Background: an optimization exercise with open tools, aiming at small area, a short achievable clock period and few clock cycles. Do not read the settings as production practice.
In this exercise RTL edits were held to simulation tests only and were not proved equivalent to the original.
In runs 2 to 7 the design's own scripts or RTL, not TritonCTS, make the clock network.
The clock input has no modelled driver; a real chip could not lean on it and would need a root buffer or a full tree.
Power figures rest on the tool's default switching activity, not on a simulated workload.

<file path="design.v">
`timescale 1ns/100ps
module exec_unit
(
	input  logic [16-1:0] a,
	input  logic [16-1:0] b,
	input  logic [16-1:0] imm,
	input  logic                   sub,
	input  logic                   bimm,
	input  logic                   arith,
	input  logic                   gsel,
	input  logic                   psel,
	output logic [16-1:0] result
);
	localparam int DW = 16;
	logic [DW-1:0] opb;
	logic [DW-1:0] sum;
	logic [DW:0]   sum_c;
	assign opb = bimm ? imm : (b ^ {DW{sub}});
	assign sum_c = {a, 1'b1} + {opb, sub};
	assign sum   = sum_c[DW:1];
	assign result = ({DW{arith}} & sum)
	              | ({DW{gsel}}  & (a & opb))
	              | ({DW{psel}}  & (a ^ opb));
endmodule
`timescale 1ns/100ps
module ooo_core
(
	input  logic                   clk,
	input  logic                   rst_n,
	input  logic                   issue,
	input  logic [3:0]             op,
	input  logic [$clog2(8)-1:0]  rs1,
	input  logic [$clog2(8)-1:0]  rs2,
	input  logic [$clog2(8)-1:0]  rd,
	input  logic [16-1:0] imm,
	output logic                   dispatch_stall,
	output logic                   commit_valid,
	output logic [$clog2(8)-1:0]  commit_rd,
	output logic [16-1:0] commit_data
);
	localparam int NR = 8;
	localparam int RW = $clog2(8);
	localparam int DW = 16;
	logic [DW-1:0]          regs [NR];
	logic                   ex_valid;
	logic [RW-1:0]          ex_rd;
	logic [NR-1:0]          ex_sel1;    
	logic [DW-1:0]          ex_b;       
	logic                   ex_sub;     
	logic                   ex_bimm;    
	logic                   ex_arith;   
	logic                   ex_gsel;    
	logic                   ex_psel;    
	logic                   use_rs1;
	logic                   use_imm;
	logic [DW-1:0]          src_a;
	logic [DW-1:0]          src_b;
	logic [DW-1:0]          ex_result;
	logic [NR-1:0]          reg_en;
	logic [DW-1:0]          wdata_0;    
	logic [DW-1:0]          wdata_1;    
	assign dispatch_stall = 1'b0;
	assign use_rs1 = ~(op[2] & op[1]);             
	assign use_imm = op[2] & (op[1] | op[0]);      
	always_ff @(posedge clk)
	begin
		ex_valid <= rst_n & issue;
		ex_rd    <= rd;
		for (int k = 0; k < NR; k++)
			ex_sel1[k] <= (rs1 == RW'(k)) & use_rs1;
		ex_b[DW-1:NR] <= imm[DW-1:NR];
		for (int k = 0; k < NR; k++)
			ex_b[k] <= use_imm ? imm[k] : (rs2 == RW'(k));
		ex_sub   <= (op == 4'd1);
		ex_bimm  <= use_imm;
		ex_arith <= (op == 4'd0) | (op == 4'd1) | (op == 4'd5) | (op == 4'd6);
		ex_gsel  <= (op == 4'd2) | (op == 4'd3);
		ex_psel  <= (op == 4'd4) | (op == 4'd3);
	end
	always_comb
	begin
		src_a = '0;
		src_b = '0;
		for (int k = 0; k < NR; k++)
		begin
			src_a = src_a | ({DW{ex_sel1[k]}} & regs[k]);
			src_b = src_b | ({DW{ex_b[k]}} & regs[k]);
		end
	end
	exec_unit u_exec
	(
		.a      (src_a),
		.b      (src_b),
		.imm    (ex_b),
		.sub    (ex_sub),
		.bimm   (ex_bimm),
		.arith  (ex_arith),
		.gsel   (ex_gsel),
		.psel   (ex_psel),
		.result (ex_result)
	);
	assign wdata_0 = ex_result & {DW{rst_n}};
	assign wdata_1 = ex_result | {DW{~rst_n}};
	always_ff @(posedge clk)
	begin
		for (int k = 0; k < NR; k++)
		begin
			reg_en[k] = ~rst_n | (ex_valid & (ex_rd == RW'(k)));
			if (reg_en[k])
				for (int i = 0; i < DW; i++)
					regs[k][i] <= ((k >> i) & 1) ? wdata_1[i] : wdata_0[i];
		end
	end
	always_ff @(posedge clk)
	begin
		commit_valid <= rst_n & ex_valid;
		commit_rd    <= ex_rd;
		commit_data  <= ex_result;
	end
endmodule
</file>
<file path="flow/run.sh">
#!/bin/bash
# The standard layout (standard.sh runs the standard flow's own ORFS make), with the
# resizer asked to repair setup timing to a margin beyond the clock period,
# so that it sizes the critical paths, and the ports buffered with a small
# buffer that the resizer upsizes where timing needs it.
set -euo pipefail
bash standard.sh SETUP_SLACK_MARGIN=10.36 'BUFFER_PORTS_ARGS=-buffer_cell sky130_fd_sc_hd__buf_1' 'CTS_ARGS=-sink_clustering_enable -repair_clock_nets -dont_use_dummy_load -root_buf sky130_fd_sc_hd__clkbuf_16 -buf_list sky130_fd_sc_hd__clkbuf_8 -sink_clustering_size 12 -sink_clustering_max_diameter 50' finish > orfs_make.log 2>&1
</file>
<file path="standard.sh">
#!/bin/bash
# synth_recipe.tcl (not shown) runs the flow's synth.tcl, then flattens the netlist and writes it again
# the make line also repeats each setting of config.mk as NAME=value (left out here)
make -C /OpenROAD-flow-scripts/flow DESIGN_CONFIG=/design/flow/config.mk WORK_HOME=/design/flow/orfs CLKGATE_MAP_FILE= SYNTH_SCRIPT=/design/flow/synth_recipe.tcl "${@:-finish}"
</file>
<file path="config.mk">
export PLATFORM = sky130hd
export DESIGN_NAME = ooo_core
export DESIGN_NICKNAME = ooo_core
export VERILOG_FILES = /design/flow/design.v
export SDC_FILE = /design/flow/constraint.sdc
export NUM_CORES = 4
export LEC_CHECK = 0
export CAP_MARGIN = 20
export CORE_MARGIN = 2
export CORE_UTILIZATION = 70
export PLACE_DENSITY = 0.8
export SLEW_MARGIN = 20
</file>
<file path="constraint.sdc">
create_clock -name core_clock -period 14.0 [get_ports {clk}]
set_input_delay 2.8000 -clock core_clock [delete_from_list [all_inputs] [get_ports {clk}]]
set_output_delay 2.8000 -clock core_clock [all_outputs]
set_load 0.01 [all_outputs]
</file>
==> impl_results.md, run 1 <==
* Slew HR at 0.239
* Critical Path Sink Type: flip-flop
* Max_cap viols at 0
* Synth cell types at 52
* Total Wirelength at 23200 microns
* First-pass GRT wire length at 34400 microns
* Arrival time worst endpoint at between 3 and 4 ns
* Tcrit/Tclk final at 0.266
* P_sw at around 0.37 mW
* Core area at 11300 sq um
* Antenna viol nets, final at 0
* Post-Syn Area at 8080 sq um
* Post-Synthesis Cells at 683
* Final count of hold timing violations at 0
* Clock Sinks at 181
* Largest net degree at the start of global routing at 33
* Switching part of the total at 0.301
* DR pass1 iterations at 10
* Flops & latches, synth at between 150 and 200
* Global Route Usage Sum at 0.371
* F_max at 268 MHz
* Sum of negative setup slack at 0 ns
* TritonCTS clock tree: built
* Overall power at between 1 and 1.5 mW
* Fraction of layout cells with a size suffix above 1 at 0.125
* Clock share of power at 0.218
* Tightest Hold Check Type: flip-flop to flip-flop
* Antenna Cells at 0
* CTS root buffer: clkbuf_16
* Placed wire-length estimate at 14400 microns
* Synth Flop Type: edfxtp_1
* Ys Warns at 2
* Leak at approximately 3.1 nW
* Crit Path Category: input pin to flip-flop
* Worst-path cell chain: buf_1 > buf_4 > o21ai_2
* Final #Nets at 756
* Sequential area share after synthesis at 0.607
* RSZ-0062 raised after global routing: yes
* Crit path max-delay family: buffers and inverters
* Initial antenna violation count at 0
* Internal at 0.864 mW
* Final Wtd Congestion at 0.931
* Comb power frac at 0.213
* Drt drc at 0
* Avg WL per Cell at ~27 microns
* Post-synth EDFFs at 128
* Starting Density at 0.714
* Worst Skew at 0.0257 ns
* DR vias/cell at 7.62
* Top Ports at 53
* Fin crit period at 3.73 ns
* Slew @ Worst Pin at 1.14 ns
* Final Max Tran Viols at 0
* Flop pwr share at 0.569
* Vias in the first global route at 6206
* Die footprint at about 12000 sq um
* Max Root-Sink Buffers at 2
* Post-synth ARST share at 0
* Global route overflow at 0
* CP max-delay cell: o21ai_2
* CTS Buf Count at 17
* Crit path buffers/inverters at 2
* Die H at between 100 and 150 microns
* Outcome: no timing/DRC/antenna violations
* Critical Path Fanout Max at 29
* Die width at 111 microns
* Layout area overhead at 8.66%
* H-tree depth at 4
* WP data required at ~14 ns
* Row count at 39
* Post-Syn Nets at ~730
* Synthesized area per cell at roughly 12 sq um
* Via count at 6461
* Port Buf Inserts at 51
* Pwr/cell area at roughly 140 nW/um^2
* # hold bufs at CTS at 0
* Initial DRC count at approximately 1300
* Worst vdd ir at 0.125 mV
* Final setup violation count at 0
* Worst-Skew Late Latency at approximately 0.38 ns
* Worst-path clk slew at 0.09 ns
* Critical path startpoint category: input pin
* Crit-path max cell delay at between 0.4 and 0.5 ns
## final timing paths
path	end	cells after the start	startpoint	slack [ns]
setup / recovery	regs[7][15]	3	rst_n	10.27
hold / removal	commit_rd[2]	0	ex_rd[2]	0.39
setup reg to reg	regs[2][13]	9	ex_sel1[3]	10.35
hold reg to reg	commit_rd[2]	0	ex_rd[2]	0.39
## cell usage in the layout, fill, tap and decap left out, types with 9 or more instances in the layout
cell	netlist	routed
a22oi_1	132	132
edfxtp_1	128	128
nand2_1	51	51
dfxtp_1	53	36
buf_1	1	35
nand4_1	33	33
o21ai_0	39	30
xnor2_1	18	18
nor2_1	19	18
clkbuf_8	0	16
a21oi_1	16	15
ha_1	16	15
dfxtp_2	0	13
inv_1	11	11
and2_1	13	10
a21o_1	9	9
nor3_1	9	9
buf_4	2	9
## worst register-to-register path, stage by stage (launching register included)
cell       delay, ns
dfxtp_1         0.88
a22oi_1         0.22
nand4_1         0.18
ha_1            0.32
and3_1          0.21
a221o_1         0.42
a211oi_4        0.39
a2111oi_0       0.15
nand3b_1        0.31
and2_2          0.32
## flip-flops by register name (all words and copies together), names as in the netlist
| name | cells |
|---|---|
| regs | 128 |
| commit_data | 16 |
| ex_b | 16 |
| ex_sel1 | 8 |
| commit_rd | 3 |
| ex_rd | 3 |
| commit_valid | 1 |
| ex_arith | 1 |
| ex_bimm | 1 |
| ex_gsel | 1 |
| ex_psel | 1 |
| ex_sub | 1 |
| ex_valid | 1 |
## per-stage QoR
| step | instances | utilization | instance area [sq um] | hold slack [ns] | setup WS, ns |
|---|---|---|---|---|---|
| floorplan | 683 | - | 8160 | 0.343 | 10.28 |
| global placement | 824 | 0.734 | 8310 | 0.346 | 9.79 |
| detailed placement | 824 | 0.735 | 8320 | 0.355 | 9.71 |
| CTS | 842 | 0.761 | 8620 | 0.367 | 10.31 |
| global route | 848 | 0.776 | 8780 | 0.401 | 10.24 |
| finish | 848 | 0.776 | 8780 | 0.390 | 10.27 |
## what timing repair did
action	CTS	global route
setup endpoints to repair	184	162
buffers inserted	1	4
resized for setup	27	39
pin swaps	1	5
## power by group through the flow
stage | clock network [mW] | registers [mW] | logic [mW]
floorplan | 0 | 0.687 | 0.171
global placement | 0 | 0.706 | 0.232
detailed placement | 0 | 0.709 | 0.235
CTS | 0.270 | 0.698 | 0.240
global route | 0.289 | 0.706 | 0.282
finish | 0.269 | 0.704 | 0.263
## metal layers
layer  vias to the layer above  GRT usage  wire length, microns  share of wire
met5                         -          0                     0              0
met4                         0      0.153                   927          0.040
met1                      3034      0.493                  8170           0.35
met3                       114      0.136                  3660           0.16
met2                       611      0.560                 10500           0.45
li1                       2702          -                     -              -
## Yosys cell counts (2+ instances only)
| cell type | number | area share |
|---|---|---|
| clkbuf_1 | 51 | 0.024 |
| and2_1 | 13 | 0.010 |
| nand2b_1 | 8 | 0.0062 |
| a21boi_0 | 2 | 0.0019 |
| a31o_2 | 2 | 0.0022 |
| ha_1 | 16 | 0.025 |
| and3_1 | 3 | 0.0023 |
| a222oi_1 | 5 | 0.0062 |
| and4_1 | 3 | 0.0033 |
| a21o_1 | 9 | 0.0084 |
| nor3b_1 | 2 | 0.0019 |
| buf_2 | 3 | 0.0019 |
| nand2_1 | 51 | 0.024 |
| a211oi_1 | 3 | 0.0028 |
| xnor2_1 | 18 | 0.020 |
| o41ai_1 | 3 | 0.0033 |
| a21oi_1 | 16 | 0.0099 |
| edfxtp_1 | 128 | 0.48 |
| inv_1 | 11 | 0.0051 |
| o21ai_0 | 39 | 0.024 |
| a31oi_1 | 2 | 0.0015 |
| dfxtp_1 | 53 | 0.13 |
| nand3b_1 | 2 | 0.0019 |
| nand4_1 | 33 | 0.026 |
| buf_4 | 2 | 0.0019 |
| a22oi_1 | 132 | 0.12 |
| a221o_1 | 6 | 0.0074 |
| nor2b_1 | 4 | 0.0031 |
| o31ai_1 | 3 | 0.0028 |
| nor3_1 | 9 | 0.0056 |
| nor2_1 | 19 | 0.0088 |
| nand3_1 | 8 | 0.0050 |
| or3_1 | 3 | 0.0023 |
| o21a_1 | 2 | 0.0019 |
| o211ai_1 | 2 | 0.0019 |
## logic make-up after synthesis
group / Yosys count / share of synthesized area
flip-flops: 181 / 0.607
AND/OR/NAND/NOR: 161 / 0.103
AO/OA/AOI/OAI: 234 / 0.206
buffers and inverters: 68 / 0.0330
multiplexers: 2 / 0.00263
other: 1 / 0.000464
adder cells (fa/ha/maj): 17 / 0.0273
XOR/XNOR: 19 / 0.0206
## layout make-up
type                       count  area [sq um]
sequential                   181          4940
multi-input combinational    434          3040
fill                         704          2540
timing repair buffer          62           337
clock buffer                  17           245
tap                          143           179
inverter                      11          41.3
Testbench counts, summed over its fixed seeds: cycles 24,016.
==> run 2: changes to the inputs <==
--- a/design.v
+++ b/design.v
@@ -58,2 +58,3 @@
 	logic [DW-1:0]          ex_result;
+	logic                   rst_regs;
 	logic [NR-1:0]          reg_en;
@@ -75,5 +76,5 @@
 		ex_bimm  <= use_imm;
-		ex_arith <= (op == 4'd0) | (op == 4'd1) | (op == 4'd5) | (op == 4'd6);
-		ex_gsel  <= (op == 4'd2) | (op == 4'd3);
-		ex_psel  <= (op == 4'd4) | (op == 4'd3);
+		ex_arith <= rst_n & ((op == 4'd0) | (op == 4'd1) | (op == 4'd5) | (op == 4'd6));
+		ex_gsel  <= rst_n & ((op == 4'd2) | (op == 4'd3));
+		ex_psel  <= rst_n & ((op == 4'd4) | (op == 4'd3));
 	end
@@ -101,4 +102,6 @@
 	);
-	assign wdata_0 = ex_result & {DW{rst_n}};
-	assign wdata_1 = ex_result | {DW{~rst_n}};
+	assign wdata_0 = ex_result;
+	assign wdata_1 = ex_result | {DW{rst_regs}};
+	always_ff @(posedge clk)
+		rst_regs <= ~rst_n;
 	always_ff @(posedge clk)
@@ -107,3 +110,3 @@
 		begin
-			reg_en[k] = ~rst_n | (ex_valid & (ex_rd == RW'(k)));
+			reg_en[k] = rst_regs | (ex_valid & (ex_rd == RW'(k)));
 			if (reg_en[k])
==> flow/run.sh (replaced) <==
#!/bin/bash
# The standard layout (standard.sh runs the standard flow's own ORFS make) with these
# changes:
# - the resizer repairs setup timing to a margin beyond the clock period, so
#   that it sizes the critical paths;
# - the ports are buffered with a small buffer, which the resizer upsizes
#   where timing needs it;
# - after CTS, flow/post_cts.tcl rebuilds the clock tree as a balanced
#   two-level tree: the clock port feeds 4 buffers, each feeding 3 leaf
#   buffers among the flip-flops they clock.
# Each ORFS step writes its own log under orfs/logs; make's output goes to
# orfs_make.log here.
set -euo pipefail
bash standard.sh SETUP_SLACK_MARGIN=10.3 \
  'BUFFER_PORTS_ARGS=-buffer_cell sky130_fd_sc_hd__buf_1' \
  'CTS_ARGS=-sink_clustering_enable -repair_clock_nets -dont_use_dummy_load -root_buf sky130_fd_sc_hd__clkbuf_16 -buf_list sky130_fd_sc_hd__clkbuf_8 -sink_clustering_size 12 -sink_clustering_max_diameter 50' \
  "POST_CTS_TCL=$PWD/flow/post_cts.tcl" \
  finish > orfs_make.log 2>&1
==> flow/clock_tree.tcl (new file) <==
# A two-level clock tree built by hand, in place of the one that
# clock_tree_synthesis builds: the clock port feeds NROOT buffers, each of
# which feeds NLEAF buffers placed among the flip-flops they clock. The sinks
# are split by recursive bisection of their locations into NROOT * NLEAF
# groups of equal size, so every flip-flop sits behind the same two buffers
# of the same kinds.

proc mct_bisect { idxs n } {
  if {$n <= 1} { return [list $idxs] }
  set xs [lmap i $idxs {lindex $::mct_sinks $i 1}]
  set ys [lmap i $idxs {lindex $::mct_sinks $i 2}]
  set dx [expr {[tcl::mathfunc::max {*}$xs] - [tcl::mathfunc::min {*}$xs]}]
  set dy [expr {[tcl::mathfunc::max {*}$ys] - [tcl::mathfunc::min {*}$ys]}]
  set ax [expr {$dx >= $dy ? 1 : 2}]
  set sorted [lsort -real -command [list apply {{ax a b} {
    set va [lindex $::mct_sinks $a $ax]; set vb [lindex $::mct_sinks $b $ax]
    expr {$va < $vb ? -1 : ($va > $vb ? 1 : 0)}
  }} $ax] $idxs]
  set nl [expr {$n / 2}]
  set h [expr {int(round(double([llength $sorted]) * $nl / $n))}]
  return [concat [mct_bisect [lrange $sorted 0 [expr {$h-1}]] $nl] \
                 [mct_bisect [lrange $sorted $h end] [expr {$n - $nl}]]]
}

proc mct_centroid { pts } {
  set sx 0.0; set sy 0.0
  foreach p $pts { set sx [expr {$sx + [lindex $p 0]}]; set sy [expr {$sy + [lindex $p 1]}] }
  return [list [expr {$sx / [llength $pts]}] [expr {$sy / [llength $pts]}]]
}

proc mct_buffer { block master name innet outname x y } {
  set inst [odb::dbInst_create $block $master $name]
  set net [odb::dbNet_create $block $outname]
  $net setSigType CLOCK
  [$inst findITerm A] connect $innet
  [$inst findITerm X] connect $net
  $inst setLocation [expr {int($x - [$master getWidth]/2)}] [expr {int($y - [$master getHeight]/2)}]
  $inst setPlacementStatus PLACED
  return $net
}

# Take out every buffer or inverter that the clock port's net reaches.
proc mct_remove_tree { clknet } {
  set removed 0
  set again 1
  while {$again} {
    set again 0
    foreach it [$clknet getITerms] {
      set inst [$it getInst]
      set m [[$inst getMaster] getName]
      if {![string match *clkbuf* $m] && ![string match *clkinv* $m] && ![string match *__buf_* $m] && ![string match *__inv_* $m]} continue
      set outnet {}
      foreach o [$inst getITerms] { if {[$o isOutputSignal]} { set outnet [$o getNet] } }
      if {$outnet ne {} && $outnet ne "NULL"} {
        foreach l [$outnet getITerms] {
          if {[$l getInst] eq $inst} continue
          $l disconnect
          $l connect $clknet
        }
      }
      odb::dbInst_destroy $inst
      if {$outnet ne {} && $outnet ne "NULL"} { odb::dbNet_destroy $outnet }
      incr removed
      set again 1
      break
    }
  }
  return $removed
}

proc manual_clock_tree { nroot nleaf rootcell leafcell } {
  set block [ord::get_db_block]
  set clknet [$block findNet clk]
  set removed [mct_remove_tree $clknet]
  set ::mct_sinks {}
  foreach it [$clknet getITerms] {
    set bb [[$it getInst] getBBox]
    lappend ::mct_sinks [list $it [expr {([$bb xMin]+[$bb xMax])/2.0}] [expr {([$bb yMin]+[$bb yMax])/2.0}]]
  }
  set n [llength $::mct_sinks]
  set idxs {}
  for {set i 0} {$i < $n} {incr i} { lappend idxs $i }
  set groups [mct_bisect $idxs [expr {$nroot * $nleaf}]]
  set rmaster [[ord::get_db] findMaster $rootcell]
  set lmaster [[ord::get_db] findMaster $leafcell]
  set sizes {}
  for {set r 0} {$r < $nroot} {incr r} {
    set lcent {}
    for {set l 0} {$l < $nleaf} {incr l} {
      set g [lindex $groups [expr {$r * $nleaf + $l}]]
      lappend lcent [mct_centroid [lmap i $g {lrange [lindex $::mct_sinks $i] 1 2}]]
    }
    lassign [mct_centroid $lcent] rx ry
    set rnet [mct_buffer $block $rmaster "clkbuf_root_$r" $clknet "clknet_root_$r" $rx $ry]
    for {set l 0} {$l < $nleaf} {incr l} {
      set g [lindex $groups [expr {$r * $nleaf + $l}]]
      lassign [lindex $lcent $l] lx ly
      set lnet [mct_buffer $block $lmaster "clkbuf_leaf_${r}_$l" $rnet "clknet_leaf_${r}_$l" $lx $ly]
      foreach i $g {
        set it [lindex $::mct_sinks $i 0]
        $it disconnect
        $it connect $lnet
      }
      lappend sizes [llength $g]
    }
  }
  puts "manual clock tree: removed $removed cells; $n sinks under $nroot x $nleaf buffers, groups of $sizes"
}
==> flow/post_cts.tcl (new file) <==
# Runs at the end of ORFS's CTS step (POST_CTS_TCL): replaces the clock tree
# that clock_tree_synthesis built with a shallower one of the same kind for
# every flip-flop, then legalizes the placement of the new buffers.
source [file join [file dirname [info script]] clock_tree.tcl]
manual_clock_tree 4 3 sky130_fd_sc_hd__clkbuf_8 sky130_fd_sc_hd__clkbuf_8
detailed_placement
check_placement -verbose
==> run 2 against run 1 <==
Critical path depth down 2. Register-to-register slack better by 0.21 ns. Routed wire length down 6.7%. Total power down 5.9%. Maximum frequency up 3.6%. Worst hold slack better by 0.028 ns. Via count down 4.4%. Final cell count down 3.9%.
==> impl_results.md, run 2 <==
* Outcome: no timing/DRC/antenna violations
* Flop pwr share at 0.607 (+0.038)
* Row count at 39 (unchanged)
* Clock Sinks at 182 (+0.55%)
* Final instance area at 8420 sq um (-4.1%)
* Avg WL per Cell at 26.6 microns (-2.9%)
* P_sw at 0.331 mW (-11%)
* Port Buf Inserts at 51 (unchanged)
* Post-Syn Nets at 701 (-4.2%)
* Die width at 111 microns (-0.53%)
* Initial DRC count at 958 (-24%)
* Sequential area share after synthesis at 0.616 (+0.00925)
* Internal at 0.831 mW (-3.8%)
* Synthesized area per cell at 12.3 sq um (+3.6%)
* CP max-delay cell: dfxtp_1
* Initial antenna violation count at 0 (unchanged)
* Core area at 11300 sq um (-0.43%)
* Post-synth EDFFs at 128 (unchanged)
* Largest net degree at the start of global routing at 33 (unchanged)
* Die footprint at 12300 sq um (-1.1%)
* Slew HR at 0.271 (+0.0317)
* Worst-path clk slew at 0.10 ns (about the same)
* Crit path max-delay family: flip-flops
* DR pass1 iterations at 8 (-2)
* Antenna viol nets, final at 0 (unchanged)
* Global Route Usage Sum at 0.356 (-0.0141)
* Switching part of the total at 0.285 (-0.0156)
* DR vias/cell at 7.58 (-0.51%)
* Comb power frac at 0.178 (-0.035)
* Pwr/cell area at 138 nW/um^2 (-2.0%)
* Post-Synthesis Cells at 652 (-4.5%)
* Synth Flop Type: edfxtp_1
* Largest registers: regs: 128 flops, commit_data: 16 flops, ex_b: 16 flops
* F_max at 278 MHz (+3.6%)
* Leading cell types in the layout, fill and taps excluded: a22oi_1, edfxtp_1, nand2_1
* Drt drc at 0 (unchanged)
* Die H at 111 microns (-0.53%)
* Sum of negative setup slack at 0 ns (unchanged)
* WHS Endpoint: commit_rd[2]
* Post-Syn Area at 7990 sq um (-1.1%)
* Area leader, netlist: edfxtp_1
* Yosys top cell area share at 0.481 (+0.00529)
* Reg2reg setup slack at 10.56 ns (+0.21 ns)
* Global route overflow at 0 (unchanged)
* Leak at 2.98 nW (-4.2%)
* Tightest Hold Check Type: flip-flop to flip-flop
* Worst-Skew Late Latency at 0.31 ns (-0.07 ns)
* WP data required at 11.20 ns (-2.79 ns)
* Final #Nets at 723 (-4.4%)
* Max reg flops at 128 (unchanged)
* Area contributors post-synth: edfxtp_1, dfxtp_1, a22oi_1
* Commonest non-fill, non-tap cell in the layout: a22oi_1
* Layout area overhead at 5.40%
* Hold_sp: ex_rd[2]
* Tcrit/Tclk final at 0.257 (-0.00925)
* Max_cap viols at 0 (unchanged)
* Reg2reg start: ex_b[2]
* Worst-path cell chain: buf_1
* Cells on worst reg2reg path at 9 (unchanged)
* Final setup violation count at 0 (unchanged)
* Crit-path max cell delay at 0.32 ns (-0.12 ns)
* Top Ports at 53 (unchanged)
* Overall power at 1.16 mW (-5.9%)
* Slew @ Worst Pin at 1.09 ns (-0.0474 ns)
* Arrival time worst endpoint at 0.80 ns (-2.92 ns)
* Number of fillers in the final layout at 729 (+3.6%)
* Final count of hold timing violations at 0 (unchanged)
* Placed wire-length estimate at 13200 microns (-8.7%)
* Via count at 6178 (-4.4%)
* RSZ-0062 raised after global routing: no
* Final Wtd Congestion at 0.909 (-2.4%)
* Hold depth at 0 (unchanged)
* Synth cell types at 56 (+7.7%)
* Antenna Cells at 0 (unchanged)
* Fraction of layout cells with a size suffix above 1 at 0.0640 (-0.0608)
* Crit Path Category: flip-flop to output port
* Starting Density at 0.709 (-0.00479)
* Util after Layout at 0.747 (-0.0283)
* Most common cell in the netlist: a22oi_1
* Commonest cells in the netlist: a22oi_1, edfxtp_1, dfxtp_1, nand2_1, clkbuf_1
* Crit path buffers/inverters at 1 (-1)
* Total Wirelength at 21700 microns (-6.7%)
* Worst Skew at 0.0352 ns (+0.00948 ns)
* Fin crit period at 3.60 ns (-0.130 ns)
* Vias in the first global route at 6186 (-0.32%)
* Clock share of power at 0.216 (-0.002)
* First-pass GRT wire length at 33600 microns (-2.3%)
* Critical Path Sink Type: output port
* Final Max Tran Viols at 0 (unchanged)
* R2r endpoint: regs[0][9]
* Most flops, register: regs
* Flops & latches, synth at 182 (+0.55%)
* DP Area at 8180 sq um (-1.7%)
* Ys Warns at 2 (unchanged)
* Critical Path Fanout Max at 1 (-97%)
* Critical path startpoint category: flip-flop
* Post-synth ARST share at 0 (unchanged)
* Worst vdd ir at 0.121 mV (-2.9%)
## run 2: cell count changes in the layout (fill, tap and decap cells not counted), sizes merged, moves of 4 or more
cell,before,now
clkbuf,23,16
a221o,6,2
a21o,9,13
nor3,9,4
and2,13,2
nand2b,8,4
a22oi,132,136
a222oi,5,0
nand3,8,12
nor2,19,15
o21ai,40,28
## run 2: worst reg2reg max path, cell delays in order (launching register included)
cell	delay [ns]
dfxtp_2	0.67
a22oi_1	0.19
nand4_1	0.18
xnor2_1	0.13
o21ai_0	0.15
fa_1	0.47
a21o_1	0.24
a221oi_4	0.37
o31ai_1	0.19
o211ai_1	0.58
## run 2: cells by family (layout without fill, tap and decap cells)
group	after synthesis	after routing	share of synthesized area
AOI/OAI and AO/OA	236	236	0.219
xor gates and xnor gates	17	17	0.0186
adders and majority gates	17	17	0.0276
buffers and inverters	61	81	0.0316
DFF	182	182	0.616
other	1	1	0.000469
and+or+nand+nor	138	138	0.0867
## run 2: how the worst max path moves through the flow
stage | startpoint | endpoint | slack (ns) | depth (start not counted)
2_1_floorplan | op[2] | ex_b[2] | 10.33 | 4
6_report | commit_data[14] | commit_data[14] | 10.40 | 1
5_1_grt | commit_data[14] | commit_data[14] | 10.37 | 1
3_3_place_gp | op[2] | ex_b[2] | 9.97 | 4
3_5_place_dp | op[2] | ex_b[2] | 9.76 | 4
## run 2: layer usage
layer	GRT usage	vias to the layer above	routed length, microns
li1	-	2630	-
met1	0.490	2929	7850
met2	0.550	522	10100
met3	0.0700	97	2880
met4	0.178	0	913
met5	0	-	0
## run 2: area by class of cell
class                           count  area, sq um  area share
Buffer                             16          220      0.0261
Inverter                           10         37.5     0.00446
Multi-Input combinational cell    409         2830       0.336
Sequential cell                   182         4930       0.586
Tap cell                          143          179      0.0212
Timing Repair Buffer               55          223      0.0264
## run 2: power by group through the flow
stage	clock network [mW]	registers, mW	logic [mW]
finish	0.251	0.705	0.206
global route	0.268	0.708	0.228
detailed placement	0	0.712	0.199
global placement	0	0.708	0.193
floorplan	0	0.685	0.157
## run 2: stage by stage
stage | setup WS, ns | std cells | hold WS (ns)
2_1_floorplan | 10.33 | 652 | 0.387
3_3_place_gp | 9.97 | 799 | 0.400
3_5_place_dp | 9.76 | 799 | 0.407
5_1_grt | 10.37 | 815 | 0.441
6_report | 10.40 | 815 | 0.418
Testbench counts of run 2, summed over its fixed seeds: cycles 24,016.
==> run 3: changes to the inputs <==
--- a/flow/run.sh
+++ b/flow/run.sh
@@ -13,3 +13,3 @@
 set -euo pipefail
-bash standard.sh SETUP_SLACK_MARGIN=10.3 \
+bash standard.sh SETUP_SLACK_MARGIN=10.5 \
   'BUFFER_PORTS_ARGS=-buffer_cell sky130_fd_sc_hd__buf_1' \
==> run 3 against run 2 <==
Global-route usage fell by 1.1 points. Setup slack improved by 0.045 ns. Critical path type unchanged. First-iteration DRC count rose by 12%. Die area did not move. Clock power barely moved. Critical path depth did not move. Still clean. Utilization rose by 1.0 points. Final cell count rose by 0.12%. Routed wire length rose by 0.34%. Via count fell by 0.83%. Total power rose by 0.87%.
==> impl_results.md, run 3 <==
* Leading cell types in the layout, fill and taps excluded: a22oi_1, edfxtp_1, nand2_1
* Largest net degree at the start of global routing at 33 (unchanged)
* Layout area overhead at 6.84%
* Dpl cells at 797 (-0.25%)
* Max_cap viols at 0 (unchanged)
* Die width at 111 microns (unchanged)
* Synthesized area per cell at 12.3 sq um (unchanged)
* Sequential area share after synthesis at 0.616 (unchanged)
* Avg WL per Cell at 26.7 microns (+0.22%)
* P_sw at 0.337 mW (+1.7%)
* Slew @ Worst Pin at 1.02 ns (-0.0768 ns)
* Post-Syn Nets at 701 (unchanged)
* Vias in the first global route at 5874 (-5.0%)
* Area leader, netlist: edfxtp_1
* Pwr/cell area at 137 nW/um^2 (-0.49%)
* F_max at 282 MHz (+1.3%)
* Finished Layout Cells at 816 (+0.12%)
* Switching part of the total at 0.287 (+0.00223)
* Crit path buffers/inverters at 1 (unchanged)
* Number of fillers in the final layout at 729 (unchanged)
* Top Ports at 53 (unchanged)
* Flop pwr share at 0.602 (-0.005)
* Core area at 11300 sq um (unchanged)
* Leak at 3.08 nW (+3.5%)
* Final Max Tran Viols at 0 (unchanged)
* Post-Syn Area at 7990 sq um (unchanged)
* Placed wire-length estimate at 13200 microns (+0.29%)
* Tightest Hold Check Type: flip-flop to flip-flop
* Total Wirelength at 21800 microns (+0.34%)
* Reg2reg start: ex_sel1[2]
* Arrival time worst endpoint at 0.75 ns (-0.05 ns)
* Critical path startpoint category: flip-flop
* Internal at 0.836 mW (+0.56%)
* RSZ-0062 raised after global routing: yes
* Antenna viol nets, final at 0 (unchanged)
* Flops & latches, synth at 182 (unchanged)
* Antenna Cells at 0 (unchanged)
* Synth Flop Type: edfxtp_1
* Via count at 6127 (-0.83%)
* First-pass GRT wire length at 32400 microns (-3.6%)
* Global route overflow at 0 (unchanged)
* Worst-path cell chain: buf_6
* Clock Sinks at 182 (unchanged)
* Die H at 111 microns (unchanged)
* Yosys top cell area share at 0.481 (unchanged)
* DR pass1 iterations at 7 (-1)
* Synth cell types at 56 (unchanged)
* Sum of negative setup slack at 0 ns (unchanged)
* Hold_sp: ex_rd[2]
* Fraction of layout cells with a size suffix above 1 at 0.111 (+0.0475)
* Worst vdd ir at 0.124 mV (+2.0%)
* Critical Path Fanout Max at 1 (unchanged)
* Final count of hold timing violations at 0 (unchanged)
* Initial DRC count at 1075 (+12%)
* Util after Layout at 0.757 (+0.0102)
* Tcrit/Tclk final at 0.254 (-0.00323)
* Worst-path clk slew at 0.09 ns (about the same)
* Most common cell in the netlist: a22oi_1
* Critical Path Sink Type: output port
* Crit. Startpoint: commit_data[7]
* Worst-Skew Late Latency at 0.30 ns (about the same)
* Crit-path max cell delay at 0.36 ns (+0.04 ns)
* Slew HR at 0.322 (+0.0512)
* Final #Nets at 724 (+0.14%)
* Final Wtd Congestion at 0.933 (+2.6%)
* Max reg flops at 128 (unchanged)
* Outcome: no timing/DRC/antenna violations
* Comb power frac at 0.186 (+0.008)
* Post-synth EDFFs at 128 (unchanged)
* Fin crit period at 3.55 ns (-0.0452 ns)
* Commonest non-fill, non-tap cell in the layout: a22oi_1
* CP max-delay cell: dfxtp_2
* Drt drc at 0 (unchanged)
* Worst Skew at 0.0179 ns (-0.0173 ns)
* WP data required at 11.20 ns (about the same)
* Ys Warns at 2 (unchanged)
* Final setup violation count at 0 (unchanged)
* Largest registers: regs: 128 flops, commit_data: 16 flops, ex_b: 16 flops
* Post-synth ARST share at 0 (unchanged)
* Starting Density at 0.709 (unchanged)
* Crit Path Category: flip-flop to output port
* Initial antenna violation count at 0 (unchanged)
* Clock share of power at 0.212 (-0.004)
* Most flops, register: regs
* Commonest cells in the netlist: a22oi_1, edfxtp_1, dfxtp_1, nand2_1, clkbuf_1
* Global Route Usage Sum at 0.346 (-0.0108)
* Post-Synthesis Cells at 652 (unchanged)
* Die footprint at 12300 sq um (unchanged)
* DR vias/cell at 7.51 (-0.95%)
* Row count at 39 (unchanged)
* Area contributors post-synth: edfxtp_1, dfxtp_1, a22oi_1
* Crit path max-delay family: flip-flops
* Port Buf Inserts at 51 (unchanged)
-- run 3: cell types whose count changed in the layout (fill, tap and decap cells not counted) --
cell       delta
a2111oi_1     -1
a2111oi_2     +1
buf_1        -19
buf_2        +13
buf_6         +6
dfxtp_1       -8
dfxtp_4       +8
nand3_1       -2
nand3_2       +2
nor2_1        -1
nor2_2        +2
o311ai_0      -1
o311ai_1      +1
-- run 3: kinds of logic after synthesis --
family,synth area share
compound gates,0.219
fa+ha+maj,0.0276
xor+xnor,0.0186
simple gates,0.0867
other cells,0.000469
buf+inv,0.0316
flops,0.616
-- run 3: per-stage QoR --
step	hold WS, ns	total power, mW	setup slack [ns]	instance area, sq um
5_1_grt	0.437	1.21	10.43	8540
6_report	0.420	1.17	10.45	8540
2_1_floorplan	0.387	0.842	10.51	8000
3_3_place_gp	0.404	0.904	10.17	8160
3_5_place_dp	0.409	0.913	10.04	8160
-- run 3: layer usage --
layer,vias to the layer above,share of wire,GRT usage
li1,2633,-,-
met4,0,0.034,0.140
met5,-,0,0
met2,524,0.45,0.518
met1,2884,0.37,0.495
met3,86,0.15,0.0815
-- run 3: final timing paths --
kind / slack, ns / depth (start not counted) / to
worst max-delay path: 10.45 / 1 / commit_data[7]
worst min-delay path: 0.42 / 0 / commit_rd[2]
worst max register to register: 10.55 / 7 / regs[4][8]
worst min register to register: 0.42 / 0 / commit_rd[2]
-- run 3: power groups by stage --
| stage | Sequential [mW] | Combinational (mW) | Clock (mW) |
|---|---|---|---|
| after floorplan | 0.685 | 0.157 | 0 |
| after global placement | 0.709 | 0.195 | 0 |
| after detailed placement | 0.712 | 0.201 | 0 |
| after global routing | 0.709 | 0.237 | 0.267 |
| final | 0.706 | 0.218 | 0.249 |
-- run 3: final cells by class --
type	instances	area (sq um)	area share
sequential	182	4960	0.581
inverter	10	37.5	0.00440
multi-input combinational	410	2850	0.334
buffer	16	220	0.0258
tap	143	179	0.0210
timing repair buffer	55	284	0.0333
==> run 4: changes to the inputs <==
--- a/flow/run.sh
+++ b/flow/run.sh
@@ -13,3 +13,3 @@
 set -euo pipefail
-bash standard.sh SETUP_SLACK_MARGIN=10.5 \
+bash standard.sh SETUP_SLACK_MARGIN=10.42 \
   'BUFFER_PORTS_ARGS=-buffer_cell sky130_fd_sc_hd__buf_1' \
--- a/config.mk
+++ b/config.mk
@@ -9,4 +9,4 @@
 export CORE_MARGIN = 2
-export CORE_UTILIZATION = 70
-export PLACE_DENSITY = 0.8
+export CORE_UTILIZATION = 60
+export PLACE_DENSITY = 0.7
 export SLEW_MARGIN = 20
==> run 4 against run 3 <==
Via count is the same. Still clean. Routed wire length shrank 1.7%. Clock power grew 2%. Sequential power is essentially flat. Utilization shrank 11 points. Setup slack gained 0.0055 ns.
==> impl_results.md, run 4 <==
* Most common cell in the netlist: a22oi_1
* Final Wtd Congestion at 0.962 (+3.2%)
* Post-synth EDFFs at 128 (unchanged)
* Placed wire-length estimate at 13300 microns (+0.87%)
* Synthesized area per cell at 12.3 sq um (unchanged)
* WP data required at 11.20 ns (about the same)
* Port Buf Inserts at 51 (unchanged)
* Total Wirelength at 21400 microns (-1.7%)
* DR vias/cell at 7.24 (-3.5%)
* Most flops, register: regs
* Fin crit period at 3.55 ns (-0.00550 ns)
* Final setup violation count at 0 (unchanged)
* Max_cap viols at 0 (unchanged)
* Post-Syn Area at 7990 sq um (unchanged)
* Tightest Hold Check Type: flip-flop to flip-flop
* RSZ-0062 raised after global routing: yes
* Avg WL per Cell at 25.3 microns (-5.2%)
* Outcome: no timing/DRC/antenna violations
* Worst vdd ir at 0.0941 mV (-24%)
* Overall power at 1.17 mW (about the same)
* Row count at 42 (+7.7%)
* Via count at 6127 (unchanged)
* Critical path startpoint category: flip-flop
* Initial DRC count at 1040 (-3.3%)
* Arrival time worst endpoint at 0.75 ns (about the same)
* Commonest non-fill, non-tap cell in the layout: a22oi_1
* Crit Path Category: flip-flop to output port
* Number of fillers in the final layout at 1005 (+38%)
* Yosys top cell area share at 0.481 (unchanged)
* Antenna viol nets, final at 0 (unchanged)
* Final Max Tran Viols at 0 (unchanged)
* Worst Skew at 0.0261 ns (+0.00826 ns)
* First-pass GRT wire length at 32400 microns (about the same)
* Pwr/cell area at 138 nW/um^2 (+0.38%)
* Critical Path Fanout Max at 1 (unchanged)
* Drt drc at 0 (unchanged)
* Crit path max-delay family: flip-flops
* Final count of hold timing violations at 0 (unchanged)
* Area leader, netlist: edfxtp_1
* Commonest cells in the netlist: a22oi_1, edfxtp_1, dfxtp_1, nand2_1, clkbuf_1
* Global Route Usage Sum at 0.300 (-0.0452)
* Largest registers: regs: 128 flops, commit_data: 16 flops, ex_b: 16 flops
* Synth Flop Type: edfxtp_1
* Post-Synthesis Cells at 652 (unchanged)
* Top Ports at 53 (unchanged)
* Largest net degree at the start of global routing at 33 (unchanged)
* Worst-path cell chain: buf_2
* Die width at 119 microns (+7.7%)
* Post-synth ARST share at 0 (unchanged)
* Sequential area share after synthesis at 0.616 (unchanged)
* Worst-path clk slew at 0.11 ns (+0.02 ns)
* Core area at 13100 sq um (+17%)
* Area contributors post-synth: edfxtp_1, dfxtp_1, a22oi_1
* Crit path buffers/inverters at 1 (unchanged)
* Starting Density at 0.608 (-0.101)
* CP max-delay cell: dfxtp_1
* Initial antenna violation count at 0 (unchanged)
* Max reg flops at 128 (unchanged)
* Leak at 3.05 nW (-1.1%)
* Final #Nets at 721 (-0.41%)
* Die footprint at 14300 sq um (+16%)
* Antenna Cells at 0 (unchanged)
* Layout area overhead at 6.47%
* Global route overflow at 0 (unchanged)
* Synth cell types at 56 (unchanged)
* F_max at 282 MHz (+0.16%)
* Leading cell types in the layout, fill and taps excluded: a22oi_1, edfxtp_1, nand2_1
* Ys Warns at 2 (unchanged)
* Crit-path max cell delay at 0.33 ns (-0.03 ns)
* Clock Sinks at 182 (unchanged)
* Sum of negative setup slack at 0 ns (unchanged)
* Flops & latches, synth at 182 (unchanged)
* Die H at 119 microns (+7.7%)
* DR pass1 iterations at 7 (unchanged)
* Post-Syn Nets at 701 (unchanged)
* Worst-Skew Late Latency at 0.31 ns (about the same)
* Critical Path Sink Type: output port
* Tcrit/Tclk final at 0.253 (-0.000393)
* Fraction of layout cells with a size suffix above 1 at 0.103 (-0.00846)
* Vias in the first global route at 5831 (-0.73%)
* Slew @ Worst Pin at 1.09 ns (+0.0774 ns)
* Slew HR at 0.271 (-0.0516)
## run 4: per-layer routing
layer,wire length [microns],part of all wire,track usage
met5,0,0,0
met1,8430,0.39,0.429
met3,2790,0.13,0.0752
met4,706,0.033,0.102
met2,9470,0.44,0.454
## run 4: logic make-up (layout without fill, tap and decap cells)
group	count (synthesis)	count (layout)	synth area share
flops	182	182	0.616
other cells	1	1	0.000469
xor+xnor	17	17	0.0186
compound gates	236	236	0.219
fa+ha+maj	17	17	0.0276
simple gates	138	138	0.0867
buf+inv	61	79	0.0316
## run 4: path summary, 6_finish.rpt
kind         slack (ns)  cells past startpoint       startpoint               to
max               10.45                      1  commit_data[15]  commit_data[15]
min                0.42                      0         ex_rd[2]     commit_rd[2]
max reg2reg       10.48                      8       ex_sel1[6]      regs[6][10]
min reg2reg        0.42                      0         ex_rd[2]     commit_rd[2]
## run 4: power by group
group,internal (mW),switching [mW]
Sequential,0.651,0.0543
Combinational,0.0791,0.134
Clock,0.104,0.150
Total,0.834,0.339
## run 4: metrics by stage
step | instances | utilization | worst slack, ns | hold slack [ns] | area [sq um]
floorplan | 652 | - | 10.51 | 0.387 | 8000
global placement | 830 | 0.625 | 9.99 | 0.401 | 8210
detailed placement | 830 | 0.625 | 9.92 | 0.406 | 8210
global route | 846 | 0.648 | 10.41 | 0.440 | 8510
finish | 846 | 0.648 | 10.45 | 0.420 | 8510
## run 4: cell type report
cell class | instances | area (sq um) | area share
Multi-Input combinational cell | 409 | 2840 | 0.334
Buffer | 16 | 220 | 0.0259
Timing Repair Buffer | 53 | 244 | 0.0287
Tap cell | 176 | 220 | 0.0259
Inverter | 10 | 37.5 | 0.00441
Sequential cell | 182 | 4950 | 0.582
==> run 5: changes to the inputs <==
--- a/config.mk
+++ b/config.mk
@@ -9,4 +9,4 @@
 export CORE_MARGIN = 2
-export CORE_UTILIZATION = 60
-export PLACE_DENSITY = 0.7
+export CORE_UTILIZATION = 78
+export PLACE_DENSITY = 0.88
 export SLEW_MARGIN = 20
==> run 5 against run 4 <==
Die area is 22% lower. Final area is 0.22% higher. Critical path type unchanged. Sequential cell count stayed put. Clock power is 2% lower. Largest cell class unchanged. Still clean on timing, DRC and antenna.
==> impl_results.md, run 5 <==
* Max_cap viols at 0 (unchanged)
* Starting Density at 0.810 (+0.202)
* F_max at 281 MHz (-0.40%)
* Layout area overhead at 6.70%
* Slew @ Worst Pin at 1.08 ns (-0.0180 ns)
* Ys Warns at 2 (unchanged)
* Area leader, netlist: edfxtp_1
* Leak at 3.07 nW (+0.81%)
* Crit-path max cell delay at 0.33 ns (about the same)
* Core area at 9860 sq um (-25%)
* Die width at 105 microns (-12%)
* Final count of hold timing violations at 0 (unchanged)
* First-pass GRT wire length at 34400 microns (+6.2%)
* Avg WL per Cell at 28.8 microns (+14%)
* Top Ports at 53 (unchanged)
* Commonest non-fill, non-tap cell in the layout: a22oi_1
* Sequential area share after synthesis at 0.616 (unchanged)
* Final Max Tran Viols at 0 (unchanged)
* Yosys top cell area share at 0.481 (unchanged)
* Global Route Usage Sum at 0.415 (+0.114)
* Pwr/cell area at 139 nW/um^2 (+0.85%)
* Post-Syn Nets at 701 (unchanged)
* Critical path startpoint category: flip-flop
* Flops & latches, synth at 182 (unchanged)
* Post-Syn Area at 7990 sq um (unchanged)
* Reg2reg setup slack at 10.48 ns (about the same)
* Vias in the first global route at 6149 (+5.5%)
* Worst vdd ir at 0.134 mV (+42%)
* Antenna viol nets, final at 0 (unchanged)
* Slew HR at 0.283 (+0.0120)
* Final Wtd Congestion at 1.01 (+4.5%)
* Die H at 105 microns (-12%)
* Die footprint at 11100 sq um (-22%)
* WP data required at 11.20 ns (about the same)
* Initial DRC count at 1270 (+22%)
* Worst-path cell chain: buf_2
* RSZ-0062 raised after global routing: no
* Post-synth ARST share at 0 (unchanged)
* Fraction of layout cells with a size suffix above 1 at 0.113 (+0.0103)
* Initial antenna violation count at 0 (unchanged)
* Synth Flop Type: edfxtp_1
* Commonest cells in the netlist: a22oi_1, edfxtp_1, dfxtp_1, nand2_1, clkbuf_1
* DR vias/cell at 8.07 (+11%)
* Port Buf Inserts at 51 (unchanged)
* Arrival time worst endpoint at 0.76 ns (about the same)
* Cells on worst reg2reg path at 8 (unchanged)
* Crit Path Category: flip-flop to output port
* Capture point of the worst path: commit_rd[1]
* Overall power at 1.19 mW (+1.1%)
* Critical Path Fanout Max at 1 (unchanged)
* Area contributors post-synth: edfxtp_1, dfxtp_1, a22oi_1
* Synthesized area per cell at 12.3 sq um (unchanged)
* Antenna Cells at 0 (unchanged)
* Final #Nets at 722 (+0.14%)
* DR pass1 iterations at 9 (+2)
* Critical Path Sink Type: output port
* Total Wirelength at 23200 microns (+8.4%)
* Final setup violation count at 0 (unchanged)
* Global route overflow at 0 (unchanged)
* Reg2reg start: ex_sel1[4]
* Final hold slack at 0.437 ns (+0.0167 ns)
* Synth cell types at 56 (unchanged)
* Post-synth EDFFs at 128 (unchanged)
* Max reg flops at 128 (unchanged)
* Tightest Hold Check Type: flip-flop to flip-flop
* Crit path depth at 1 (unchanged)
* Worst Skew at 0.0298 ns (+0.00364 ns)
* Clock Sinks at 182 (unchanged)
* Drt drc at 0 (unchanged)
* Largest net degree at the start of global routing at 33 (unchanged)
* Row count at 36 (-14%)
* Crit path buffers/inverters at 1 (unchanged)
* Outcome: no timing/DRC/antenna violations
* Worst-Skew Late Latency at 0.30 ns (about the same)
* Largest registers: regs: 128 flops, commit_data: 16 flops, ex_b: 16 flops
* Leading cell types in the layout, fill and taps excluded: a22oi_1, edfxtp_1, nand2_1
* Sum of negative setup slack at 0 ns (unchanged)
* Util after Layout at 0.864 (+0.217)
* Via count at 6485 (+5.8%)
* R2r endpoint: regs[7][10]
* Post-Synthesis Cells at 652 (unchanged)
* Crit. Startpoint: commit_rd[1]
* Crit path max-delay family: flip-flops
* Tcrit/Tclk final at 0.254 (+0.00101)
* CP max-delay cell: dfxtp_1
* Worst-path clk slew at 0.09 ns (-0.02 ns)
* Placed wire-length estimate at 13500 microns (+1.6%)
* Most flops, register: regs
* Fin crit period at 3.56 ns (+0.0142 ns)
* Most common cell in the netlist: a22oi_1
run 5: metrics by stage:
step	cell area (sq um)	instances	setup WS [ns]
2_1_floorplan	8000	652	10.51
3_3_place_gp	8150	787	10.15
3_5_place_dp	8150	787	10.04
5_1_grt	8530	804	10.40
6_report	8530	804	10.44
run 5: how the worst min path moves through the flow:
stage / end / slack [ns] / start / cells after the start
after floorplan: commit_rd[2] / 0.39 / ex_rd[2] / 0
after global placement: commit_rd[2] / 0.40 / ex_rd[2] / 0
after detailed placement: commit_rd[2] / 0.42 / ex_rd[2] / 0
after global routing: commit_rd[2] / 0.45 / ex_rd[2] / 0
final: commit_rd[2] / 0.44 / ex_rd[2] / 0
run 5: metal layers:
| layer | wire length, microns | global-route usage | part of all wire |
|---|---|---|---|
| met1 | 7730 | 0.573 | 0.33 |
| met2 | 10400 | 0.641 | 0.45 |
| met3 | 3860 | 0.101 | 0.17 |
| met4 | 1210 | 0.170 | 0.052 |
| met5 | 0 | 0 | 0 |
run 5: area by class of cell:
| type | instances | area, sq um |
|---|---|---|
| Sequential cell | 182 | 4950 |
| Multi-Input combinational cell | 409 | 2850 |
| Fill cell | 443 | 1340 |
| Timing Repair Buffer | 54 | 302 |
| Buffer | 16 | 220 |
| Tap cell | 133 | 166 |
| Inverter | 10 | 37.5 |
run 5: worst register-to-register path, cell delays in order (launching register included):
cell and delay [ns]:
dfxtp_1 0.98, a22oi_1 0.23, nand4_1 0.18, ha_1 0.37, and4_1 0.24, a32oi_2 0.28, a21oi_1 0.17, or4_1 0.41
nand3_1 0.40
run 5: kinds of logic (layout without fill, tap and decap cells):
family          count (synthesis)  after routing  synth area share
compound gates                236            236             0.219
fa+ha+maj                      17             17            0.0276
flops                         182            182             0.616
xor+xnor                       17             17            0.0186
buf+inv                        61             80            0.0316
other cells                     1              1          0.000469
simple gates                  138            138            0.0867
run 5: power breakdown:
group	internal [mW]	switching [mW]
clock network	0.104	0.145
registers	0.652	0.0612
logic	0.0839	0.140
total	0.840	0.345
==> run 6: changes to the inputs <==
--- a/config.mk
+++ b/config.mk
@@ -9,4 +9,4 @@
 export CORE_MARGIN = 2
-export CORE_UTILIZATION = 78
-export PLACE_DENSITY = 0.88
+export CORE_UTILIZATION = 70
+export PLACE_DENSITY = 0.8
 export SLEW_MARGIN = 20
==> run 6 against run 5 <==
Setup slack improved by 0.0094 ns. Via count fell by 5.7%. Highest routed layer unchanged. Final cell count rose by 1.2%. Still clean on timing, DRC and antenna.
==> impl_results.md, run 6 <==
* Outcome: no timing/DRC/antenna violations
* Crit-path max cell delay at 0.36 ns (+0.03 ns)
* Die width at 111 microns (+5.3%)
* Clock Sinks at 182 (unchanged)
* Util after Layout at 0.752 (-0.112)
* Final Wtd Congestion at 0.933 (-7.2%)
* Avg WL per Cell at 26.4 microns (-8.3%)
* DR vias/cell at 7.52 (-6.8%)
* First-pass GRT wire length at 32400 microns (-5.8%)
* Area leader, netlist: edfxtp_1
* Global Route Usage Sum at 0.346 (-0.0692)
* Worst-path cell chain: buf_6
* Final #Nets at 722 (unchanged)
* Crit Path Category: flip-flop to output port
* Sum of negative setup slack at 0 ns (unchanged)
* Antenna viol nets, final at 0 (unchanged)
* Worst-Skew Late Latency at 0.30 ns (about the same)
* Leak at 3.07 nW (-0.31%)
* Critical Path Sink Type: output port
* Slew @ Worst Pin at 1.01 ns (-0.0648 ns)
* Slew HR at 0.326 (+0.0432)
* Final Max Tran Viols at 0 (unchanged)
* Max_cap viols at 0 (unchanged)
* Post-synth EDFFs at 128 (unchanged)
* Row count at 39 (+8.3%)
* Finished Layout Cells at 814 (+1.2%)
* Synthesized area per cell at 12.3 sq um (unchanged)
* Crit path buffers/inverters at 1 (unchanged)
* Number of fillers in the final layout at 735 (+66%)
* Tightest Hold Check Type: flip-flop to flip-flop
* Synth cell types at 56 (unchanged)
* Top Ports at 53 (unchanged)
* Setup slack after layout at 10.45 ns (+0.00940 ns)
* Pwr/cell area at 138 nW/um^2 (-0.80%)
* Vias in the first global route at 5885 (-4.3%)
* CP max-delay cell: dfxtp_2
* Pre-CTS setup slack at 10.04 ns (+0.00680 ns)
* WP data required at 11.20 ns (about the same)
* Antenna Cells at 0 (unchanged)
* Initial antenna violation count at 0 (unchanged)
* Fraction of layout cells with a size suffix above 1 at 0.101 (-0.0119)
* Worst vdd ir at 0.104 mV (-22%)
* Yosys top cell area share at 0.481 (unchanged)
* Flops & latches, synth at 182 (unchanged)
* Post-Synthesis Cells at 652 (unchanged)
* Via count at 6118 (-5.7%)
* Critical Path Fanout Max at 1 (unchanged)
* Initial DRC count at 1081 (-15%)
* Die footprint at 12300 sq um (+11%)
* Commonest non-fill, non-tap cell in the layout: a22oi_1
* Final count of hold timing violations at 0 (unchanged)
* Post-synth ARST share at 0 (unchanged)
* Tcrit/Tclk final at 0.254 (-0.000671)
* Post-Syn Nets at 701 (unchanged)
* Leading cell types in the layout, fill and taps excluded: a22oi_1, edfxtp_1, nand2_1
* Final setup violation count at 0 (unchanged)
* Largest net degree at the start of global routing at 33 (unchanged)
* Total Wirelength at 21500 microns (-7.2%)
* Starting Density at 0.709 (-0.101)
* Synth Flop Type: edfxtp_1
* RSZ-0062 raised after global routing: no
* Dpl cells at 797 (+1.3%)
* Global route overflow at 0 (unchanged)
* Layout area overhead at 6.14%
* Area contributors post-synth: edfxtp_1, dfxtp_1, a22oi_1
* Placed wire-length estimate at 13200 microns (-2.4%)
* Port Buf Inserts at 51 (unchanged)
* Most common cell in the netlist: a22oi_1
* Die H at 111 microns (+5.3%)
* Core area at 11300 sq um (+14%)
* Arrival time worst endpoint at 0.75 ns (about the same)
* Sequential area share after synthesis at 0.616 (unchanged)
* Critical path startpoint category: flip-flop
* Worst Skew at 0.0167 ns (-0.0130 ns)
* DR pass1 iterations at 6 (-3)
* Ys Warns at 2 (unchanged)
* Max reg flops at 128 (unchanged)
* Fin crit period at 3.55 ns (-0.00940 ns)
* Most flops, register: regs
* Commonest cells in the netlist: a22oi_1, edfxtp_1, dfxtp_1, nand2_1, clkbuf_1
* Post-Syn Area at 7990 sq um (unchanged)
* Drt drc at 0 (unchanged)
* Largest registers: regs: 128 flops, commit_data: 16 flops, ex_b: 16 flops
* F_max at 282 MHz (+0.26%)
* Worst-path clk slew at 0.09 ns (about the same)
* Crit path max-delay family: flip-flops
run 6: cell counts after synthesis:
No cell type changed its count.
run 6: metal layers:
layer	global-route usage	up-vias	wire, microns
met5	0	-	0
met4	0.143	0	883
met3	0.0815	99	2800
met2	0.519	504	9680
met1	0.494	2895	8160
li1	-	2620	-
run 6: path summary, 6_finish.rpt:
kind                        from        endpoint  slack (ns)  depth (start not counted)
setup / recovery  commit_data[7]  commit_data[7]       10.45                          1
setup reg to reg         ex_b[3]     regs[1][13]       10.52                         10
hold / removal          ex_rd[2]    commit_rd[2]        0.42                          0
hold reg to reg         ex_rd[2]    commit_rd[2]        0.42                          0
run 6: cell families after synthesis:
| family | share of synthesized area |
|---|---|
| compound gates | 0.219 |
| xor+xnor | 0.0186 |
| fa+ha+maj | 0.0276 |
| buf+inv | 0.0316 |
| flops | 0.616 |
| other cells | 0.000469 |
| simple gates | 0.0867 |
run 6: metrics by stage:
stage	instance area [sq um]	total power, mW	hold WS (ns)
3_5_place_dp	8160	0.913	0.409
5_1_grt	8480	1.21	0.445
6_report	8480	1.17	0.424
3_3_place_gp	8160	0.904	0.404
2_1_floorplan	8000	0.842	0.387
run 6: cell type report:
class                           instances  area (sq um)  area share
Sequential cell                       182          4950       0.584
Multi-Input combinational cell        409          2840       0.335
Timing Repair Buffer                   54           251      0.0297
Buffer                                 16           220      0.0260
Tap cell                              143           179      0.0211
Inverter                               10          37.5     0.00443
run 6: power breakdown:
part | switching [mW] | internal (mW)
combinational | 0.136 | 0.0794
sequential | 0.0553 | 0.651
clock | 0.145 | 0.104
total | 0.335 | 0.834
==> run 7: changes to the inputs <==
--- a/flow/run.sh
+++ b/flow/run.sh
@@ -9,3 +9,4 @@
 #   two-level tree: the clock port feeds 4 buffers, each feeding 3 leaf
-#   buffers among the flip-flops they clock.
+#   buffers among the flip-flops they clock; the CTS step repairs setup
+#   timing only after that (in flow/post_cts.tcl).
 # Each ORFS step writes its own log under orfs/logs; make's output goes to
@@ -16,3 +17,3 @@
   'CTS_ARGS=-sink_clustering_enable -repair_clock_nets -dont_use_dummy_load -root_buf sky130_fd_sc_hd__clkbuf_16 -buf_list sky130_fd_sc_hd__clkbuf_8 -sink_clustering_size 12 -sink_clustering_max_diameter 50' \
-  "POST_CTS_TCL=$PWD/flow/post_cts.tcl" \
+  "POST_CTS_TCL=$PWD/flow/post_cts.tcl" SKIP_CTS_REPAIR_TIMING=1 \
   finish > orfs_make.log 2>&1
==> flow/post_cts.tcl (replaced) <==
# Runs at the end of ORFS's CTS step (POST_CTS_TCL): replaces the clock tree
# that clock_tree_synthesis built with a shallower one of the same kind for
# every flip-flop, legalizes the placement of the new buffers, and then does
# the CTS step's setup repair (skipped in cts.tcl with SKIP_CTS_REPAIR_TIMING)
# against this tree.
source [file join [file dirname [info script]] clock_tree.tcl]
manual_clock_tree 4 3 sky130_fd_sc_hd__clkbuf_8 sky130_fd_sc_hd__clkbuf_8
detailed_placement
estimate_parasitics -placement
repair_timing_helper
detailed_placement
check_placement -verbose
==> run 7 against run 6 <==
Sequential power hardly changed. Final area is 0.35% lower. Clock skew is 0.0036 ns lower. Synthesized cell count stayed put. Critical path depth stayed put. Via count is 0.60% lower. Critical path type unchanged. Die area stayed put. Largest cell class unchanged. Register-to-register slack worse by 0.02 ns. Setup slack worse by 0.013 ns.
==> impl_results.md, run 7 <==
* Synth Flop Type: edfxtp_1
* Commonest cells in the netlist: a22oi_1, edfxtp_1, dfxtp_1, nand2_1, clkbuf_1
* Clock share of power at 0.212 (about the same)
* Post-synth EDFFs at 128 (unchanged)
* Post-Syn Area at 7990 sq um (unchanged)
* Leading cell types in the layout, fill and taps excluded: a22oi_1, edfxtp_1, nand2_1
* Core area at 11300 sq um (unchanged)
* WP data required at 11.20 ns (about the same)
* Avg WL per Cell at 26.3 microns (-0.59%)
* Final count of hold timing violations at 0 (unchanged)
* Finished Layout Cells at 814 (unchanged)
* Critical Path Fanout Max at 1 (unchanged)
* Drt drc at 0 (unchanged)
* Sequential area share after synthesis at 0.616 (unchanged)
* Worst-Skew Late Latency at 0.30 ns (about the same)
* Port Buf Inserts at 51 (unchanged)
* Max reg flops at 128 (unchanged)
* Critical Path Sink Type: output port
* Global Route Usage Sum at 0.344 (-0.00144)
* Initial antenna violation count at 0 (unchanged)
* Top Ports at 53 (unchanged)
* Synthesized area per cell at 12.3 sq um (unchanged)
* Worst vdd ir at 0.103 mV (-0.26%)
* Die width at 111 microns (unchanged)
* Routed wl met2 at 9720 microns (+0.44%)
* Internal at 0.832 mW (-0.27%)
* Worst Skew at 0.0132 ns (-0.00357 ns)
* Metal-1 WL at 7990 microns (-2.1%)
* CP max-delay cell: dfxtp_1
* Starting Density at 0.709 (unchanged)
* P_sw at 0.334 mW (-0.52%)
* Highest Signal Layer: met4
* Flops & latches, synth at 182 (unchanged)
* Slew @ Worst Pin at 1.03 ns (+0.0209 ns)
* Worst-path clk slew at 0.10 ns (about the same)
* Ys Warns at 2 (unchanged)
* Comb power frac at 0.182 (-0.002)
* Commonest non-fill, non-tap cell in the layout: a22oi_1
* Total Wirelength at 21400 microns (-0.59%)
* Initial DRC count at 1040 (-3.8%)
* Antenna Cells at 0 (unchanged)
* Crit-path max cell delay at 0.33 ns (-0.03 ns)
* RSZ-0062 raised after global routing: no
* Final Wtd Congestion at 0.933 (unchanged)
* Vias in the first global route at 5865 (-0.34%)
* Switching part of the total at 0.286 (-0.000514)
* Crit path buffers/inverters at 1 (unchanged)
* Most common cell in the netlist: a22oi_1
* Final Max Tran Viols at 0 (unchanged)
* Leak at 3.02 nW (-1.6%)
* Dpl cells at 797 (unchanged)
* DR vias/cell at 7.47 (-0.60%)
* Tcrit/Tclk final at 0.255 (+0.000900)
* Crit path max-delay family: flip-flops
* First-pass GRT wire length at 32300 microns (-0.45%)
* Post-Syn Nets at 701 (unchanged)
* Fin crit period at 3.56 ns (+0.0126 ns)
* Layout area overhead at 5.76%
* Row count at 39 (unchanged)
* Die footprint at 12300 sq um (unchanged)
* Pwr/cell area at 138 nW/um^2 (about the same)
* Largest registers: regs: 128 flops, commit_data: 16 flops, ex_b: 16 flops
* Via count at 6081 (-0.60%)
* Largest net degree at the start of global routing at 33 (unchanged)
* DR pass1 iterations at 8 (+2)
* Global route overflow at 0 (unchanged)
* Tightest Hold Check Type: flip-flop to flip-flop
* Most flops, register: regs
* Arrival time worst endpoint at 0.76 ns (about the same)
* Worst-path cell chain: buf_1
* Final #Nets at 722 (unchanged)
* Area contributors post-synth: edfxtp_1, dfxtp_1, a22oi_1
* Flop pwr share at 0.606 (+0.002)
* Critical path startpoint category: flip-flop
* Final setup violation count at 0 (unchanged)
* Fraction of layout cells with a size suffix above 1 at 0.0835 (-0.0179)
* Post-synth ARST share at 0 (unchanged)
* Die H at 111 microns (unchanged)
* Sum of negative setup slack at 0 ns (unchanged)
* Area leader, netlist: edfxtp_1
* Post-Synthesis Cells at 652 (unchanged)
* Outcome: no timing/DRC/antenna violations
* Max_cap viols at 0 (unchanged)
* Clock Sinks at 182 (unchanged)
* F_max at 281 MHz (-0.35%)
* Synth cell types at 56 (unchanged)
* Placed wire-length estimate at 13200 microns (unchanged)
* Yosys top cell area share at 0.481 (unchanged)
* Crit Path Category: flip-flop to output port
* Antenna viol nets, final at 0 (unchanged)
* WL met3 at 3000 microns (+7.2%)
* Slew HR at 0.312 (-0.0140)
[run 7: cell counts after synthesis]
Identical to the previous run, type by type.
[run 7: cell type report]
cell class	instances	area, sq um
Timing Repair Buffer	54	225
Sequential cell	182	4950
Fill cell	734	2820
Multi-Input combinational cell	409	2840
Tap cell	143	179
Buffer	16	220
Inverter	10	37.5
[run 7: power by group through the flow]
stage / clock network, mW / registers, mW / logic, mW
2_1_floorplan: 0 / 0.685 / 0.157
3_3_place_gp: 0 / 0.709 / 0.195
3_5_place_dp: 0 / 0.712 / 0.201
5_1_grt: 0.266 / 0.708 / 0.232
6_report: 0.247 / 0.706 / 0.213
[run 7: final timing paths]
check / from / to / slack [ns] / cells after the start
worst max register to register: ex_b[3] / regs[1][13] / 10.50 / 10
worst min-delay path: ex_rd[2] / commit_rd[2] / 0.43 / 0
worst min register to register: ex_rd[2] / commit_rd[2] / 0.43 / 0
worst max-delay path: commit_data[15] / commit_data[15] / 10.44 / 1
[run 7: cells by family after synthesis]
| family | synth area share |
|---|---|
| AO/OA/AOI/OAI | 0.219 |
| flip-flops | 0.616 |
| AND/OR/NAND/NOR | 0.0867 |
| buffers and inverters | 0.0316 |
| XOR/XNOR | 0.0186 |
| adder cells (fa/ha/maj) | 0.0276 |
| other | 0.000469 |
[run 7: metrics by stage]
stage / cell area (sq um) / hold slack [ns] / power, mW / setup slack, ns / util
2_1_floorplan: 8000 / 0.387 / 0.842 / 10.51 / -
3_3_place_gp: 8160 / 0.404 / 0.904 / 10.17 / 0.724
3_5_place_dp: 8160 / 0.409 / 0.913 / 10.04 / 0.724
5_1_grt: 8450 / 0.440 / 1.21 / 10.42 / 0.750
6_report: 8450 / 0.429 / 1.17 / 10.44 / 0.750
[run 7: routing by layer]
| layer | global-route usage | vias up |
|---|---|---|
| li1 | - | 2622 |
| met1 | 0.493 | 2884 |
| met2 | 0.517 | 501 |
| met3 | 0.0809 | 74 |
| met4 | 0.140 | 0 |
| met5 | 0 | - |

==> re-timing with driven ports <==
The results above use ideal ports. As a check the final layouts listed here were re-extracted and re-timed, cells and wires unchanged.
Step 1: set_driving_cell puts a clkbuf_16 on clk and a buf_2 on each other input, an assumption about the parent block.
Step 2, shift: input delay + t, output delay - t, t = (earliest + latest rising clock arrival at the registers) / 2. This alone moves slack from input paths to output paths.
Slacks: ideal ports / drivers / drivers and shift; pairs: ideal ports / drivers.
run | t, ns | setup WS [ns] | worst setup path at the end | worst slew at a driven data input, ns | cell pins on the clock port's net
run 1 | 0.411 | 10.273 / 10.281 / 9.870 | input to register | 0.04 | 1
run 2 | 0.365 | 10.403 / 10.329 / 10.205 | input to register | 0.04 | 4
run 3 | 0.359 | 10.448 / 10.378 / 10.226 | input to register | 0.03 | 4
run 4 | 0.366 | 10.454 / 10.380 / 10.154 | input to register | 0.04 | 4
run 5 | 0.358 | 10.439 / 10.367 / 10.216 | input to register | 0.04 | 4
run 6 | 0.359 | 10.449 / 10.379 / 10.233 | input to register | 0.03 | 4
run 7 | 0.357 | 10.436 / 10.368 / 10.268 | input to register | 0.03 | 4
After both steps every run listed still meets setup and hold. For run 1, which loses most, drivers alone change the setup slack by +0.008 ns; drivers and shift together by -0.403 ns.
